Background: an optimization exercise with open tools, aiming at small area. Do not read the settings as production practice. Power figures rest on the tool's default switching activity, not on a simulated workload. No driver is modelled on the clock port, so clocking that relies on it looks cheaper here than on a real chip.

==> flow/design.v <==
`default_nettype none
package stream_buffer_pkg;
	localparam int SAMPLE_W = 16;
	localparam int WORD_W   = 2 * SAMPLE_W;
	localparam int FILL_W   = 32;
	localparam int STORE_DEPTH = 16;
	localparam int QUEUE_DEPTH = 4;
	localparam int CHAIN_DEPTH = STORE_DEPTH + QUEUE_DEPTH;
	localparam int TOTAL_W     = $clog2(CHAIN_DEPTH + 1);
	localparam int QCNT_W      = $clog2(QUEUE_DEPTH + 1);
	typedef logic [SAMPLE_W-1:0] sample_t;
	typedef logic [WORD_W-1:0]   word_t;
	typedef logic [FILL_W-1:0]   fill_t;
endpackage
`default_nettype wire
`default_nettype none
module word_packer (
	input  wire logic                       ti_clk,
	input  wire logic                       rst_n,
	input  wire logic                       write,
	input  wire stream_buffer_pkg::sample_t data_in,
	output stream_buffer_pkg::word_t        pk_data,
	output logic                            pair_done,
	output logic                            pk_valid,
	output logic                            pending
);
	stream_buffer_pkg::sample_t hold_q;
	assign pair_done = write & pending;
	always_ff @(posedge ti_clk or negedge rst_n) begin
		if (!rst_n) begin
			pending  <= 1'b0;
			pk_valid <= 1'b0;
		end else begin
			pk_valid <= pair_done;
			if (write) begin
				pending <= ~pending;
			end
		end
	end
	always_ff @(posedge ti_clk) begin
		if (write && !pending) begin
			hold_q <= data_in;
		end
	end
	assign pk_data = {hold_q, data_in};
endmodule
`default_nettype wire
`default_nettype none
module bulk_store (
	input  wire logic                                  ti_clk,
	input  wire stream_buffer_pkg::word_t              pk_data,
	input  wire logic                                  shift_lo,
	input  wire logic                                  shift_hi,
	output stream_buffer_pkg::word_t [stream_buffer_pkg::CHAIN_DEPTH-1:0] chain
);
	localparam int SD = stream_buffer_pkg::STORE_DEPTH;
	localparam int CD = stream_buffer_pkg::CHAIN_DEPTH;
	always_ff @(posedge ti_clk) begin
		if (shift_lo) begin
			chain[0] <= pk_data;
			for (int i = 1; i < SD; i++) begin
				chain[i] <= chain[i-1];
			end
		end
		if (shift_hi) begin
			for (int i = SD; i < CD; i++) begin
				chain[i] <= chain[i-1];
			end
		end
	end
endmodule
`default_nettype wire
`default_nettype none
module out_queue (
	input  wire logic                                  ti_clk,
	input  wire logic                                  rst_n,
	input  wire logic                                  push,
	input  wire logic                                  pair_done,
	input  wire logic                                  read,
	input  wire stream_buffer_pkg::word_t [stream_buffer_pkg::CHAIN_DEPTH-1:0] chain,
	output logic                                       shift_lo,
	output logic                                       shift_hi,
	output logic [stream_buffer_pkg::TOTAL_W-1:0]      total,
	output stream_buffer_pkg::word_t                   data_out
);
	localparam int CD     = stream_buffer_pkg::CHAIN_DEPTH;
	localparam int SD     = stream_buffer_pkg::STORE_DEPTH;
	localparam int QD     = stream_buffer_pkg::QUEUE_DEPTH;
	localparam int TW     = stream_buffer_pkg::TOTAL_W;
	localparam int QW     = stream_buffer_pkg::QCNT_W;
	logic [QW-1:0] qcount;
	logic          shown;
	logic          q_empty;
	logic          q_full;
	logic          q_last;
	logic          st_empty;
	logic          st_full;
	logic          xfer;
	logic          drop;
	logic          pop;
	logic          grow;
	logic          head_dn;
	logic          head_up;
	logic          head_down;
	logic [TW-1:0] total_next;
	logic [CD-1:0] head_q;
	logic [CD-1:0] sel;
	assign q_empty  = (qcount == '0);
	assign q_full   = (qcount == QW'(QD));
	assign q_last   = (qcount == QW'(1));
	assign st_empty = (total == TW'(qcount));
	assign st_full  = (total == TW'(qcount) + TW'(SD));
	assign xfer     = ~st_empty & ~q_full;
	assign drop     = push & st_full & ~xfer;
	assign pop      = read & ~q_empty;
	assign grow     = push & ~drop;
	assign total_next = total + TW'(grow) - TW'(pop);
	assign shift_lo = pair_done;
	assign shift_hi = pair_done & (total_next != TW'(CD));
	always_ff @(posedge ti_clk or negedge rst_n) begin
		if (!rst_n) begin
			total  <= '0;
			qcount <= '0;
			shown  <= 1'b0;
		end else begin
			total  <= total_next;
			qcount <= qcount + QW'(xfer) - QW'(pop);
			if (xfer) begin
				shown <= 1'b1;
			end
		end
	end
	assign head_dn   = q_empty ? xfer : (pop & ~(q_last & ~xfer));
	assign head_up   = shift_hi & ~head_dn;
	assign head_down = head_dn & ~shift_hi;
	always_ff @(posedge ti_clk or negedge rst_n) begin
		if (!rst_n) begin
			head_q <= CD'(1);
		end else if (head_up) begin
			head_q <= {head_q[CD-2:0], 1'b0};
		end else if (head_down) begin
			head_q <= {1'b0, head_q[CD-1:1]};
		end
	end
	assign sel = {head_q[CD-1:3], head_q[2:0] & {3{shown}}};
	stream_buffer_pkg::word_t [6:0] part;
	always_comb begin
		for (int k = 0; k < 7; k++) begin
			part[k] = '0;
			for (int j = 0; j < 3; j++) begin
				if (3*k+j < CD) part[k] = part[k] | ({stream_buffer_pkg::WORD_W{sel[3*k+j]}} & chain[3*k+j]);
			end
		end
		data_out = ((part[0] | part[1]) | (part[2] | part[3])) | ((part[4] | part[5]) | part[6]);
	end
endmodule
`default_nettype wire
`default_nettype none
module fill_monitor (
	input  wire logic                                  ti_clk,
	input  wire logic                                  rst_n,
	input  wire logic                                  pending,
	input  wire logic [stream_buffer_pkg::TOTAL_W-1:0] total,
	output stream_buffer_pkg::fill_t                   fill_count
);
	logic [stream_buffer_pkg::TOTAL_W:0] fill_q;
	always_ff @(posedge ti_clk or negedge rst_n) begin
		if (!rst_n) begin
			fill_q <= '0;
		end else begin
			fill_q <= {total, pending};
		end
	end
	assign fill_count = stream_buffer_pkg::fill_t'(fill_q);
endmodule
`default_nettype wire
`default_nettype none
module stream_buffer (
	input  wire logic                            ti_clk,
	input  wire logic                            rst_n,
	input  wire logic                            write,
	input  wire stream_buffer_pkg::sample_t      data_in,
	input  wire logic                            read,
	output logic [stream_buffer_pkg::WORD_W-1:0] data_out,
	output stream_buffer_pkg::fill_t             fill_count
);
	stream_buffer_pkg::word_t                                   pk_data;
	logic                                                       pk_valid;
	logic                                                       pair_done;
	logic                                                       pending;
	logic                                                       shift_lo;
	logic                                                       shift_hi;
	logic [stream_buffer_pkg::TOTAL_W-1:0]                      total;
	stream_buffer_pkg::word_t [stream_buffer_pkg::CHAIN_DEPTH-1:0] chain;
	word_packer u_packer (
		.ti_clk(ti_clk), .rst_n(rst_n), .write(write), .data_in(data_in),
		.pk_data(pk_data), .pair_done(pair_done), .pk_valid(pk_valid), .pending(pending)
	);
	bulk_store u_store (
		.ti_clk(ti_clk), .pk_data(pk_data), .shift_lo(shift_lo),
		.shift_hi(shift_hi), .chain(chain)
	);
	out_queue u_queue (
		.ti_clk(ti_clk), .rst_n(rst_n), .push(pk_valid), .pair_done(pair_done), .read(read),
		.chain(chain), .shift_lo(shift_lo), .shift_hi(shift_hi),
		.total(total), .data_out(data_out)
	);
	fill_monitor u_fill (
		.ti_clk(ti_clk), .rst_n(rst_n), .pending(pending), .total(total),
		.fill_count(fill_count)
	);
endmodule
`default_nettype wire
export LEC_CHECK = 0
export CAP_MARGIN = 20
export CORE_MARGIN = 2
export CORE_UTILIZATION = 40
export SLEW_MARGIN = 20
create_clock -name core_clock -period 4.0 [get_ports {ti_clk}]
standard.sh (not shown) runs the stock make flow with config.mk's settings and CLKGATE_MAP_FILE= SYNTH_SCRIPT=/design/flow/synth_recipe.tcl, a recipe that flattens the netlist after the stock synthesis.
==> flow/flow/run.sh <==
#!/bin/bash
# The standard layout (standard.sh: the ORFS flow, standard synthesis) with
# three settings changed:
#  - ports are buffered with sky130_fd_sc_hd__buf_1 instead of the default cell
#  - clock tree sinks are clustered into groups of up to 30 within 100 um
#  - clock tree synthesis inserts no dummy loads
# Full make output goes to flow_make.log; ORFS's per-step logs are under orfs/logs.
set -euo pipefail
cd "$(dirname "${BASH_SOURCE[0]}")/.."
bash standard.sh \
  "BUFFER_PORTS_ARGS=-buffer_cell sky130_fd_sc_hd__buf_1" \
  "CTS_ARGS=-sink_clustering_enable -repair_clock_nets -sink_clustering_size 30 -sink_clustering_max_diameter 100 -dont_use_dummy_load" \
  finish > flow_make.log 2>&1
The first run ran to the end with no violations.
Then changed:
--- a/flow/design.v
+++ b/flow/design.v
@@ -133,27 +133,27 @@
 	assign head_dn   = q_empty ? xfer : (pop & ~(q_last & ~xfer));
 	assign head_up   = shift_hi & ~head_dn;
 	assign head_down = head_dn & ~shift_hi;
 	always_ff @(posedge ti_clk or negedge rst_n) begin
 		if (!rst_n) begin
-			head_q <= CD'(1);
+			head_q <= '0;
+		end else if (!shown) begin
+			if (xfer) begin
+				head_q <= CD'(1) << (TW'(grow) + TW'(shift_hi));
+			end
 		end else if (head_up) begin
 			head_q <= {head_q[CD-2:0], 1'b0};
 		end else if (head_down) begin
 			head_q <= {1'b0, head_q[CD-1:1]};
 		end
 	end
-	assign sel = {head_q[CD-1:3], head_q[2:0] & {3{shown}}};
-	stream_buffer_pkg::word_t [6:0] part;
+	assign sel = head_q;
 	always_comb begin
-		for (int k = 0; k < 7; k++) begin
-			part[k] = '0;
-			for (int j = 0; j < 3; j++) begin
-				if (3*k+j < CD) part[k] = part[k] | ({stream_buffer_pkg::WORD_W{sel[3*k+j]}} & chain[3*k+j]);
-			end
-		end
-		data_out = ((part[0] | part[1]) | (part[2] | part[3])) | ((part[4] | part[5]) | part[6]);
+		data_out = '0;
+		for (int i = 0; i < CD; i++) begin
+			data_out = data_out | ({stream_buffer_pkg::WORD_W{sel[i]}} & chain[i]);
+		end
 	end
 endmodule
 `default_nettype wire
 `default_nettype none
 module fill_monitor (
After rerunning: Sequential share of layout area fell by 1.0 points; routed wire length rises by 2.2%; non-clock buffer count went up by 1; flip-flop and latch count stays the same; setup slack got worse by 0.22 ns; die area is about the same; cell area rises by 1.3%; via count went up by 2.9%; power goes up by 29%; utilization stays flat; clock-buffer cell count is unchanged; synthesized cell count came out higher by 3.4%; global-route usage rises by 0.44 points.
No functional check of the RTL was part of any run of this note.

separate check: timing with driven ports:
The flow's constraints put no driver on any port. The routed layouts listed below were extracted and timed again, unchanged, in two steps.
Step 1 sets driving cells, clkbuf_16 on the clock port and buf_2 on the other inputs (assumed; they add their load-dependent delay and slew).
Step 2 times the ports against the registers' clock, not the clock port: input delays grow and output delays shrink by t, the midpoint of the rising clock arrivals with the driver on.
Slacks: ideal / step 1 / step 2; pairs: ideal / step 1.
| run | shift t [ns] | setup slack, ns | worst setup path at the end | clock arrival spread, ns | pins driven straight from the clock port |
|---|---|---|---|---|---|
| the first run | 0.621 | 0.445 / 0.390 / 0.374 | input to register | 0.079 / 0.079 | 1 |
| the second run | 0.639 | 0.227 / 0.227 / 0.106 | input to register | 0.053 / 0.053 | 1 |
After both steps setup and hold are still met in every run listed. The setup slack of the second run, which loses most, moves by 0.000 ns with the drivers and by -0.121 ns with both steps.
